From an optimization exercise on the open Yosys and OpenROAD flow, aimed at small area, a short achievable clock period and few clock cycles per item; shortcuts taken in it are not production practice.
RTL that was checked went through simulation tests only; none was proved equivalent to the original.

==> inputs of 04-05 <==
==> flow/design.v <==
package idct_pkg;
	localparam int plane_width = 320;
endpackage
`timescale 1ns/1ps
module idct_t_stage (
	input logic CLOCK_50_I,
	input logic Resetn,
	input logic req,
	output logic ack,
	input logic [5:0] block_row,
	input logic [5:0] block_col,
	input logic [15:0] sram_read_data,
	output logic [17:0] sram_address,
	output logic [15:0] sram_write_data,
	output logic sram_we_n
);
	localparam logic [7:0] LAST_T = 8'd144;
	logic running;
	logic ack_q;
	logic [7:0] cnt;           
	logic [7:0] tn;            
	logic [14:0] rb;           
	logic [14:0] rb_start;
	logic [17:0] addr_q;
	logic [15:0] wdata_q;
	logic we_q;
	function automatic logic [8:0] row_base(input logic [5:0] r);
		case (r)
			6'd0: row_base = 9'd150;
			6'd1: row_base = 9'd155;
			6'd2: row_base = 9'd160;
			6'd3: row_base = 9'd165;
			6'd4: row_base = 9'd170;
			6'd5: row_base = 9'd175;
			6'd6: row_base = 9'd180;
			6'd7: row_base = 9'd185;
			6'd8: row_base = 9'd190;
			6'd9: row_base = 9'd195;
			6'd10: row_base = 9'd200;
			6'd11: row_base = 9'd205;
			6'd12: row_base = 9'd210;
			6'd13: row_base = 9'd215;
			6'd14: row_base = 9'd220;
			6'd15: row_base = 9'd225;
			6'd16: row_base = 9'd230;
			6'd17: row_base = 9'd235;
			6'd18: row_base = 9'd240;
			6'd19: row_base = 9'd245;
			6'd20: row_base = 9'd250;
			6'd21: row_base = 9'd255;
			6'd22: row_base = 9'd260;
			6'd23: row_base = 9'd265;
			6'd24: row_base = 9'd270;
			6'd25: row_base = 9'd275;
			6'd26: row_base = 9'd280;
			6'd27: row_base = 9'd285;
			6'd28: row_base = 9'd290;
			6'd29: row_base = 9'd295;
			6'd30: row_base = 9'd300;
			6'd31: row_base = 9'd305;
			6'd32: row_base = 9'd310;
			6'd33: row_base = 9'd315;
			6'd34: row_base = 9'd320;
			6'd35: row_base = 9'd325;
			6'd36: row_base = 9'd330;
			6'd37: row_base = 9'd335;
			6'd38: row_base = 9'd340;
			6'd39: row_base = 9'd345;
			6'd40: row_base = 9'd350;
			6'd41: row_base = 9'd355;
			6'd42: row_base = 9'd360;
			6'd43: row_base = 9'd365;
			6'd44: row_base = 9'd370;
			6'd45: row_base = 9'd375;
			6'd46: row_base = 9'd380;
			6'd47: row_base = 9'd385;
			6'd48: row_base = 9'd390;
			6'd49: row_base = 9'd395;
			6'd50: row_base = 9'd400;
			6'd51: row_base = 9'd405;
			6'd52: row_base = 9'd410;
			6'd53: row_base = 9'd415;
			6'd54: row_base = 9'd420;
			6'd55: row_base = 9'd425;
			6'd56: row_base = 9'd430;
			6'd57: row_base = 9'd435;
			6'd58: row_base = 9'd440;
			6'd59: row_base = 9'd445;
			6'd60: row_base = 9'd450;
			6'd61: row_base = 9'd455;
			6'd62: row_base = 9'd460;
			6'd63: row_base = 9'd465;
		endcase
	endfunction
	assign rb_start = {row_base(block_row), block_col};
	assign tn = running ? cnt + 8'd1 : 8'd0;
	function automatic logic is_write(input logic [7:0] t);
		is_write = (t[0] && t >= 8'd21 && t <= 8'd139) || (t >= 8'd141 && t <= 8'd144);
	endfunction
	always_ff @(posedge CLOCK_50_I or negedge Resetn) begin
		if (!Resetn) begin
			running <= 1'b0;
			ack_q <= 1'b0;
			we_q <= 1'b0;
		end else begin
			if (!running && !ack_q) begin
				running <= req;
			end else if (running) begin
				if (cnt == LAST_T) begin
					running <= 1'b0;
					ack_q <= 1'b1;
				end
			end else begin
				ack_q <= req;
			end
			we_q <= running && is_write(tn);
		end
	end
	logic [2:0] rd_col;
	assign rd_col = tn[1] ? ~{1'b0, tn[3:2]} : {1'b0, tn[3:2]};
	logic [7:0] wr_u;
	logic [2:0] wr_row;
	logic [2:0] wr_col;
	always_comb begin
		wr_u = tn - 8'd21;
		if (tn >= 8'd141) begin
			wr_row = 3'd7;
			wr_col = {2'(tn - 8'd141), 1'b0};
		end else begin
			wr_row = wr_u[6:4];
			wr_col = {wr_u[2:1], ~wr_u[3]};
		end
	end
	always_ff @(posedge CLOCK_50_I) begin
		if (!running) begin
			cnt <= 8'd0;
			rb <= rb_start;
			addr_q <= {rb_start, 3'd0};
		end else begin
			cnt <= tn;
			rb <= rb + {9'd0, cnt[3:0] == 4'd14, 1'b0, cnt[3:0] == 4'd14, 3'd0};
			if (tn[0] || tn >= 8'd128) begin
				addr_q <= {9'h11f, 3'd0, wr_row, wr_col};
			end else begin
				addr_q <= {rb, rd_col};
			end
		end
	end
	logic hold_en;
	logic x_en;
	logic [3:0] ph_n;      
	logic [1:0] k_o_n;
	logic [1:0] k_e_n;
	logic [2:0] so_n;
	logic [2:0] se_n;
	assign ph_n = tn[3:0] + 4'd1;
	assign k_e_n = ph_n[3:2];
	assign k_o_n = {~ph_n[3], ph_n[2]};
	always_ff @(posedge CLOCK_50_I) begin
		hold_en <= (tn[1:0] == 2'd0);
		x_en <= (tn[1:0] == 2'd2);
	end
	logic [15:0] din;
	logic [15:0] hold;
	logic signed [17:0] hold3;   
	logic signed [16:0] xo;      
	logic signed [18:0] xo3;
	logic signed [16:0] f1;
	logic signed [16:0] f2;
	logic signed [16:0] xe;      
	logic signed [20:0] xe15;    
	logic signed [18:0] hold_w;
	logic signed [18:0] din_w;
	assign hold_w = 19'(signed'(hold));
	assign din_w = 19'(signed'(din));
	always_ff @(posedge CLOCK_50_I) begin
		din <= sram_read_data;
		if (hold_en) begin
			hold <= din;
			hold3 <= 18'(din_w + (din_w <<< 1));
		end
		if (x_en) begin
			xo <= 17'(hold_w - din_w);
			xo3 <= 19'(signed'(hold3)) - din_w - (din_w <<< 1);
			f1 <= 17'(hold_w + din_w);
			f2 <= f1;
			xe <= f2;
			xe15 <= (21'(signed'(f2)) <<< 4) - 21'(signed'(f2));
		end
	end
	function automatic logic [2:0] odd_sel(input logic [1:0] k, input logic [1:0] p);
		case ({k, p})
			4'h0: odd_sel = {1'b0, 2'd0};
			4'h1: odd_sel = {1'b0, 2'd1};
			4'h2: odd_sel = {1'b0, 2'd2};
			4'h3: odd_sel = {1'b0, 2'd3};
			4'h4: odd_sel = {1'b0, 2'd1};
			4'h5: odd_sel = {1'b1, 2'd3};
			4'h6: odd_sel = {1'b1, 2'd0};
			4'h7: odd_sel = {1'b1, 2'd2};
			4'h8: odd_sel = {1'b0, 2'd2};
			4'h9: odd_sel = {1'b1, 2'd0};
			4'ha: odd_sel = {1'b0, 2'd3};
			4'hb: odd_sel = {1'b0, 2'd1};
			4'hc: odd_sel = {1'b0, 2'd3};
			4'hd: odd_sel = {1'b1, 2'd2};
			4'he: odd_sel = {1'b0, 2'd1};
			default: odd_sel = {1'b1, 2'd0};
		endcase
	endfunction
	function automatic logic [2:0] even_sel(input logic [1:0] k, input logic [1:0] p);
		case ({k, p})
			4'h0: even_sel = {1'b0, 2'd0};
			4'h1: even_sel = {1'b0, 2'd1};
			4'h2: even_sel = {1'b0, 2'd0};
			4'h3: even_sel = {1'b0, 2'd2};
			4'h4: even_sel = {1'b0, 2'd0};
			4'h5: even_sel = {1'b0, 2'd2};
			4'h6: even_sel = {1'b1, 2'd0};
			4'h7: even_sel = {1'b1, 2'd1};
			4'h8: even_sel = {1'b0, 2'd0};
			4'h9: even_sel = {1'b1, 2'd2};
			4'ha: even_sel = {1'b1, 2'd0};
			4'hb: even_sel = {1'b0, 2'd1};
			4'hc: even_sel = {1'b0, 2'd0};
			4'hd: even_sel = {1'b1, 2'd1};
			4'he: even_sel = {1'b0, 2'd0};
			default: even_sel = {1'b1, 2'd2};
		endcase
	endfunction
	assign so_n = odd_sel(k_o_n, ph_n[1:0]);
	assign se_n = even_sel(k_e_n, ph_n[1:0]);
	logic [3:0] om;
	logic [2:0] em;
	logic o_neg1, o_rs1, e_neg1, e_rs1;
	always_ff @(posedge CLOCK_50_I) begin
		om <= 4'b0001 << so_n[1:0];
		em <= 3'b001 << se_n[1:0];
		o_neg1 <= so_n[2];
		o_rs1 <= (k_o_n == 2'd0);
		e_neg1 <= se_n[2];
		e_rs1 <= (k_e_n == 2'd0);
	end
	logic [23:0] ox;
	logic [23:0] oy;
	logic [23:0] ex;
	logic [23:0] ey;
	assign ox = 24'(xo);
	assign oy = 24'(xo3);
	assign ex = 24'(xe);
	assign ey = 24'(xe15);
	logic [23:0] or1, or2, or3, or4;
	logic [1:0] o_inj;
	assign or1 = ({24{om[0] | om[1]}} & (ox << 11)) | ({24{om[2]}} & (oy << 8)) | ({24{om[3]}} & (oy << 7));
	assign or2 = ({24{om[0]}} & ~(ox << 5)) | ({24{om[1]}} & ~(oy << 7)) | ({24{om[2]}} & ~(ox << 4))
		| ({24{om[3]}} & (ox << 4));
	assign or3 = ({24{om[0]}} & ~(ox << 3)) | ({24{om[1]}} & (ox << 5)) | ({24{om[2]}} & ox)
		| ({24{om[3]}} & ~ox);
	assign or4 = ({24{om[1]}} & (oy << 1)) | ({24{om[2]}} & (oy << 7));
	assign o_inj = {om[0], 1'b1};
	logic [23:0] er1, er2, er3;
	logic [1:0] e_inj;
	assign er1 = ({24{em[0]}} & (ex << 3)) | ({24{em[1]}} & (ex << 1)) | ({24{em[2]}} & ~ex);
	assign er2 = ({24{em[0]}} & (ey << 5)) | ({24{em[1]}} & ~(ey << 1)) | ({24{em[2]}} & (ex << 10));
	assign er3 = ({24{em[0]}} & (ey << 6)) | ({24{em[1]}} & (ey << 7)) | ({24{em[2]}} & ~(ey << 4));
	assign e_inj = {em[2], em[1] | em[2]};
	logic [23:0] ro0, ro1, ro2;
	logic [23:0] re0, re1, re2;
	logic [23:0] oa, ea;
	assign oa = (o_rs1 ? 24'd0 : ro2) ^ {24{o_neg1}};
	assign ea = (e_rs1 ? 24'd0 : re2) ^ {24{e_neg1}};
	logic [23:0] os1, oc1, os2, oc2, os3, oc3;
	logic [23:0] es1, ec1, es3, ec3;
	assign os1 = or1 ^ or2 ^ or3;
	assign oc1 = {((or1 & or2) | (or1 & or3) | (or2 & or3)), o_inj[0]} ;
	assign os2 = os1 ^ oc1 ^ or4;
	assign oc2 = {((os1 & oc1) | (os1 & or4) | (oc1 & or4)), o_inj[1]};
	assign os3 = os2 ^ oc2 ^ oa;
	assign oc3 = {((os2 & oc2) | (os2 & oa) | (oc2 & oa)), 1'b0};
	assign es1 = er1 ^ er2 ^ er3;
	assign ec1 = {((er1 & er2) | (er1 & er3) | (er2 & er3)), e_inj[0]};
	assign es3 = es1 ^ ec1 ^ ea;
	assign ec3 = {((es1 & ec1) | (es1 & ea) | (ec1 & ea)), e_inj[1]};
	logic [23:0] o_s, o_c, e_s, e_c;
	logic o_neg, e_neg;
	always_ff @(posedge CLOCK_50_I) begin
		o_s <= os3;
		o_c <= oc3;
		o_neg <= o_neg1;
		e_s <= es3;
		e_c <= ec3;
		e_neg <= e_neg1;
	end
	logic [23:0] o_sum, e_sum;
	assign o_sum = (o_s + o_c) ^ {24{o_neg}};
	assign e_sum = (e_s + e_c) ^ {24{e_neg}};
	always_ff @(posedge CLOCK_50_I) begin
		ro0 <= o_sum;
		ro1 <= ro0;
		ro2 <= ro1;
		re0 <= e_sum;
		re1 <= re0;
		re2 <= re1;
	end
	logic [2:0] wsrc;
	always_ff @(posedge CLOCK_50_I) begin
		if (tn >= 8'd140) begin
			wsrc <= 3'd4;
		end else begin
			wsrc <= 3'(tn[3:1] + 3'd6);
		end
	end
	always_ff @(posedge CLOCK_50_I) begin
		case (wsrc)
			3'd0: wdata_q <= o_sum[23:8];
			3'd1: wdata_q <= ro0[23:8];
			3'd2: wdata_q <= ro1[23:8];
			3'd3: wdata_q <= ro2[23:8];
			3'd4: wdata_q <= e_sum[23:8];
			3'd5: wdata_q <= re0[23:8];
			3'd6: wdata_q <= re1[23:8];
			default: wdata_q <= re2[23:8];
		endcase
	end
	assign ack = ack_q;
	assign sram_address = addr_q;
	assign sram_write_data = wdata_q;
	assign sram_we_n = ~we_q;
endmodule
==> flow/flow/run.sh <==
#!/bin/bash
set -euo pipefail
bash standard.sh SETUP_SLACK_MARGIN=7 finish > flow.log 2>&1
==> flow/standard.sh <==
#!/bin/bash
# synth_recipe.tcl (not shown) runs the flow's synth.tcl, then flattens the netlist and writes it again
# the make line also repeats each setting of config.mk as NAME=value (left out here)
make -C /OpenROAD-flow-scripts/flow DESIGN_CONFIG=/design/flow/config.mk WORK_HOME=/design/flow/orfs CLKGATE_MAP_FILE= SYNTH_SCRIPT=/design/flow/synth_recipe.tcl "${@:-finish}"
==> flow/config.mk <==
export PLATFORM = sky130hd
export DESIGN_NAME = idct_t_stage
export DESIGN_NICKNAME = idct_t_stage
export VERILOG_FILES = /design/flow/design.v
export SDC_FILE = /design/flow/constraint.sdc
export NUM_CORES = 4
export LEC_CHECK = 0
export CAP_MARGIN = 20
export CORE_MARGIN = 2
export CORE_UTILIZATION = 40
export CTS_CLUSTER_DIAMETER = 150
export CTS_CLUSTER_SIZE = 24
export SLEW_MARGIN = 20
==> flow/constraint.sdc <==
create_clock -name core_clock -period 10.0 [get_ports {CLOCK_50_I}]
set_input_delay 2.0000 -clock core_clock [delete_from_list [all_inputs] [get_ports {CLOCK_50_I}]]
set_output_delay 2.0000 -clock core_clock [all_outputs]
set_load 0.01 [all_outputs]
==> 10-01 (differences from 04-05) <==
--- a/flow/design.v
+++ b/flow/design.v
@@ -18,6 +18,7 @@
 	logic running;
 	logic ack_q;
 	logic [7:0] cnt;           
+	logic ack_state;           
 	logic [7:0] tn;            
 	logic [14:0] rb;           
 	logic [14:0] rb_start;
@@ -94,6 +95,7 @@
 	endfunction
 	assign rb_start = {row_base(block_row), block_col};
 	assign tn = running ? cnt + 8'd1 : 8'd0;
+	assign ack_state = !running && (cnt != 8'd0);
 	function automatic logic is_write(input logic [7:0] t);
 		is_write = (t[0] && t >= 8'd21 && t <= 8'd139) || (t >= 8'd141 && t <= 8'd144);
 	endfunction
@@ -103,15 +105,12 @@
 			ack_q <= 1'b0;
 			we_q <= 1'b0;
 		end else begin
-			if (!running && !ack_q) begin
-				running <= req;
-			end else if (running) begin
-				if (cnt == LAST_T) begin
-					running <= 1'b0;
-					ack_q <= 1'b1;
-				end
+			if (!running) begin
+				running <= req && !ack_state;
+				ack_q <= ack_state && req;
 			end else begin
-				ack_q <= req;
+				running <= (cnt != LAST_T);
+				ack_q <= (cnt == LAST_T);
 			end
 			we_q <= running && is_write(tn);
 		end
@@ -133,7 +132,7 @@
 	end
 	always_ff @(posedge CLOCK_50_I) begin
 		if (!running) begin
-			cnt <= 8'd0;
+			cnt <= (ack_state && req) ? cnt : 8'd0;
 			rb <= rb_start;
 			addr_q <= {rb_start, 3'd0};
 		end else begin
@@ -162,9 +161,7 @@
 	end
 	logic [15:0] din;
 	logic [15:0] hold;
-	logic signed [17:0] hold3;   
 	logic signed [16:0] xo;      
-	logic signed [18:0] xo3;
 	logic signed [16:0] f1;
 	logic signed [16:0] f2;
 	logic signed [16:0] xe;      
@@ -177,11 +174,9 @@
 		din <= sram_read_data;
 		if (hold_en) begin
 			hold <= din;
-			hold3 <= 18'(din_w + (din_w <<< 1));
 		end
 		if (x_en) begin
 			xo <= 17'(hold_w - din_w);
-			xo3 <= 19'(signed'(hold3)) - din_w - (din_w <<< 1);
 			f1 <= 17'(hold_w + din_w);
 			f2 <= f1;
 			xe <= f2;
@@ -242,41 +237,44 @@
 		e_rs1 <= (k_e_n == 2'd0);
 	end
 	logic [23:0] ox;
-	logic [23:0] oy;
 	logic [23:0] ex;
 	logic [23:0] ey;
 	assign ox = 24'(xo);
-	assign oy = 24'(xo3);
 	assign ex = 24'(xe);
 	assign ey = 24'(xe15);
-	logic [23:0] or1, or2, or3, or4;
-	logic [1:0] o_inj;
-	assign or1 = ({24{om[0] | om[1]}} & (ox << 11)) | ({24{om[2]}} & (oy << 8)) | ({24{om[3]}} & (oy << 7));
-	assign or2 = ({24{om[0]}} & ~(ox << 5)) | ({24{om[1]}} & ~(oy << 7)) | ({24{om[2]}} & ~(ox << 4))
+	logic [23:0] or1, or2, or3, or4, or5, or6;
+	logic [3:0] o_inj;
+	assign or1 = ({24{om[0] | om[1]}} & (ox << 11)) | ({24{om[2]}} & (ox << 10)) | ({24{om[3]}} & (ox << 9));
+	assign or2 = ({24{om[0]}} & ~(ox << 5)) | ({24{om[1]}} & ~(ox << 9)) | ({24{om[2]}} & (ox << 7))
+		| ({24{om[3]}} & ~(ox << 7));
+	assign or3 = ({24{om[0]}} & ~(ox << 3)) | ({24{om[1]}} & (ox << 7)) | ({24{om[2]}} & ~(ox << 4))
 		| ({24{om[3]}} & (ox << 4));
-	assign or3 = ({24{om[0]}} & ~(ox << 3)) | ({24{om[1]}} & (ox << 5)) | ({24{om[2]}} & ox)
-		| ({24{om[3]}} & ~ox);
-	assign or4 = ({24{om[1]}} & (oy << 1)) | ({24{om[2]}} & (oy << 7));
-	assign o_inj = {om[0], 1'b1};
+	assign or4 = ({24{om[1]}} & (ox << 5)) | ({24{om[2]}} & ox) | ({24{om[3]}} & ~ox);
+	assign or5 = {24{om[1]}} & (ox << 3);
+	assign or6 = {24{om[1]}} & ~(ox << 1);
+	assign o_inj = {2'b00, om[0] | om[1] | om[3], 1'b1};
 	logic [23:0] er1, er2, er3;
 	logic [1:0] e_inj;
 	assign er1 = ({24{em[0]}} & (ex << 3)) | ({24{em[1]}} & (ex << 1)) | ({24{em[2]}} & ~ex);
 	assign er2 = ({24{em[0]}} & (ey << 5)) | ({24{em[1]}} & ~(ey << 1)) | ({24{em[2]}} & (ex << 10));
 	assign er3 = ({24{em[0]}} & (ey << 6)) | ({24{em[1]}} & (ey << 7)) | ({24{em[2]}} & ~(ey << 4));
 	assign e_inj = {em[2], em[1] | em[2]};
-	logic [23:0] ro0, ro1, ro2;
+	logic [23:0] ro0, ro1, ro2, ro3;
 	logic [23:0] re0, re1, re2;
 	logic [23:0] oa, ea;
 	assign oa = (o_rs1 ? 24'd0 : ro2) ^ {24{o_neg1}};
 	assign ea = (e_rs1 ? 24'd0 : re2) ^ {24{e_neg1}};
 	logic [23:0] os1, oc1, os2, oc2, os3, oc3;
 	logic [23:0] es1, ec1, es3, ec3;
+	logic [23:0] ot1, ou1;
 	assign os1 = or1 ^ or2 ^ or3;
-	assign oc1 = {((or1 & or2) | (or1 & or3) | (or2 & or3)), o_inj[0]} ;
-	assign os2 = os1 ^ oc1 ^ or4;
-	assign oc2 = {((os1 & oc1) | (os1 & or4) | (oc1 & or4)), o_inj[1]};
-	assign os3 = os2 ^ oc2 ^ oa;
-	assign oc3 = {((os2 & oc2) | (os2 & oa) | (oc2 & oa)), 1'b0};
+	assign oc1 = {((or1 & or2) | (or1 & or3) | (or2 & or3)), o_inj[0]};
+	assign ot1 = or4 ^ or5 ^ or6;
+	assign ou1 = {((or4 & or5) | (or4 & or6) | (or5 & or6)), o_inj[1]};
+	assign os2 = os1 ^ oc1 ^ ot1;
+	assign oc2 = {((os1 & oc1) | (os1 & ot1) | (oc1 & ot1)), 1'b0};
+	assign os3 = ou1 ^ os2 ^ oc2;
+	assign oc3 = {((ou1 & os2) | (ou1 & oc2) | (os2 & oc2)), 1'b0};
 	assign es1 = er1 ^ er2 ^ er3;
 	assign ec1 = {((er1 & er2) | (er1 & er3) | (er2 & er3)), e_inj[0]};
 	assign es3 = es1 ^ ec1 ^ ea;
@@ -292,12 +290,16 @@
 		e_neg <= e_neg1;
 	end
 	logic [23:0] o_sum, e_sum;
-	assign o_sum = (o_s + o_c) ^ {24{o_neg}};
+	logic [23:0] om_s, om_c;
+	assign om_s = ro3 ^ o_s ^ o_c;
+	assign om_c = {((ro3 & o_s) | (ro3 & o_c) | (o_s & o_c)), 1'b0};
+	assign o_sum = (om_s + om_c) ^ {24{o_neg}};
 	assign e_sum = (e_s + e_c) ^ {24{e_neg}};
 	always_ff @(posedge CLOCK_50_I) begin
 		ro0 <= o_sum;
 		ro1 <= ro0;
 		ro2 <= ro1;
+		ro3 <= oa;
 		re0 <= e_sum;
 		re1 <= re0;
 		re2 <= re1;
==> metrics.md <==
| Metric | Value |
|---|---|
| Status | `finished clean` |
| P&R area growth vs syn | `12.4%` |
| Met3 Track Usage GR | `1.95%` |
| Starting density of the core | `40.2%` |
| Fin crit period | `3.22 ns` |
| Critical path's slowest cell | `fa_1` |
| Final core occ | `45.2%` |
| FF+latch count, synth | `460` |
| Worst setup margin | `6.78 ns` |
| Setup slack at placement | `5.80 ns` |
| Worst EP arrival | `3.66 ns` |
| Multi-Input Combinational | `1,520` |
| Die footprint | `0.0625 mm^2` |
| Final period util | `32.2%` |
| Synth Area in XOR/XNOR | `7.99%` |
| Worst-path clk slew | `0.09 ns` |
| Asr flop ratio synth | `0.652%` |
| CP Launch Point | `o_c[6]` |
The numbers above come from 10-01.

==> metrics.md <==
| Metric | Value |
|---|---|
| Status | `finished clean` |
| Met3 Track Usage GR | `1.85%` |
| Setup slack at placement | `5.69 ns` |
| Multi-Input Combinational | `1,660` |
| CP Launch Point | `e_s[0]` |
| Fin crit period | `3.20 ns` |
| P&R area growth vs syn | `12.7%` |
| Starting density of the core | `40.3%` |
| Worst setup margin | `6.80 ns` |
| Die footprint | `0.0654 mm^2` |
The numbers above come from 04-05.

Testbench counts of 10-01, summed over its fixed seeds: cycles 28,592, blocks 192.
Function not checked in 04-05: the RTL went through the layout flow alone.

[static timing again, ports no longer ideal]
The results above use ideal ports. As a check the final layouts listed here were re-extracted and re-timed, cells and wires unchanged.
Step 1 assumes that a clkbuf_16 drives the clock port and a buf_2 every other input.
Step 2 moves the port delays by t, midway between the first and last clock arrival at a register: inputs arrive t later, outputs are due t later. That takes back most of the time a late clock gives input paths.
Three values: no drivers, after step 1, after step 2; two values: the first two.
run	t, ns	slack for setup (ns)	worst hold slack (ns)
04-05	0.625	6.798 / 6.798 / 6.488	0.309 / 0.309 / 0.309
10-01	0.623	6.783 / 6.783 / 6.554	0.331 / 0.331 / 0.331
After both steps setup and hold are still met in every run listed. The setup slack of 04-05, which loses most, moves by 0.000 ns with the drivers and by -0.310 ns with both steps.
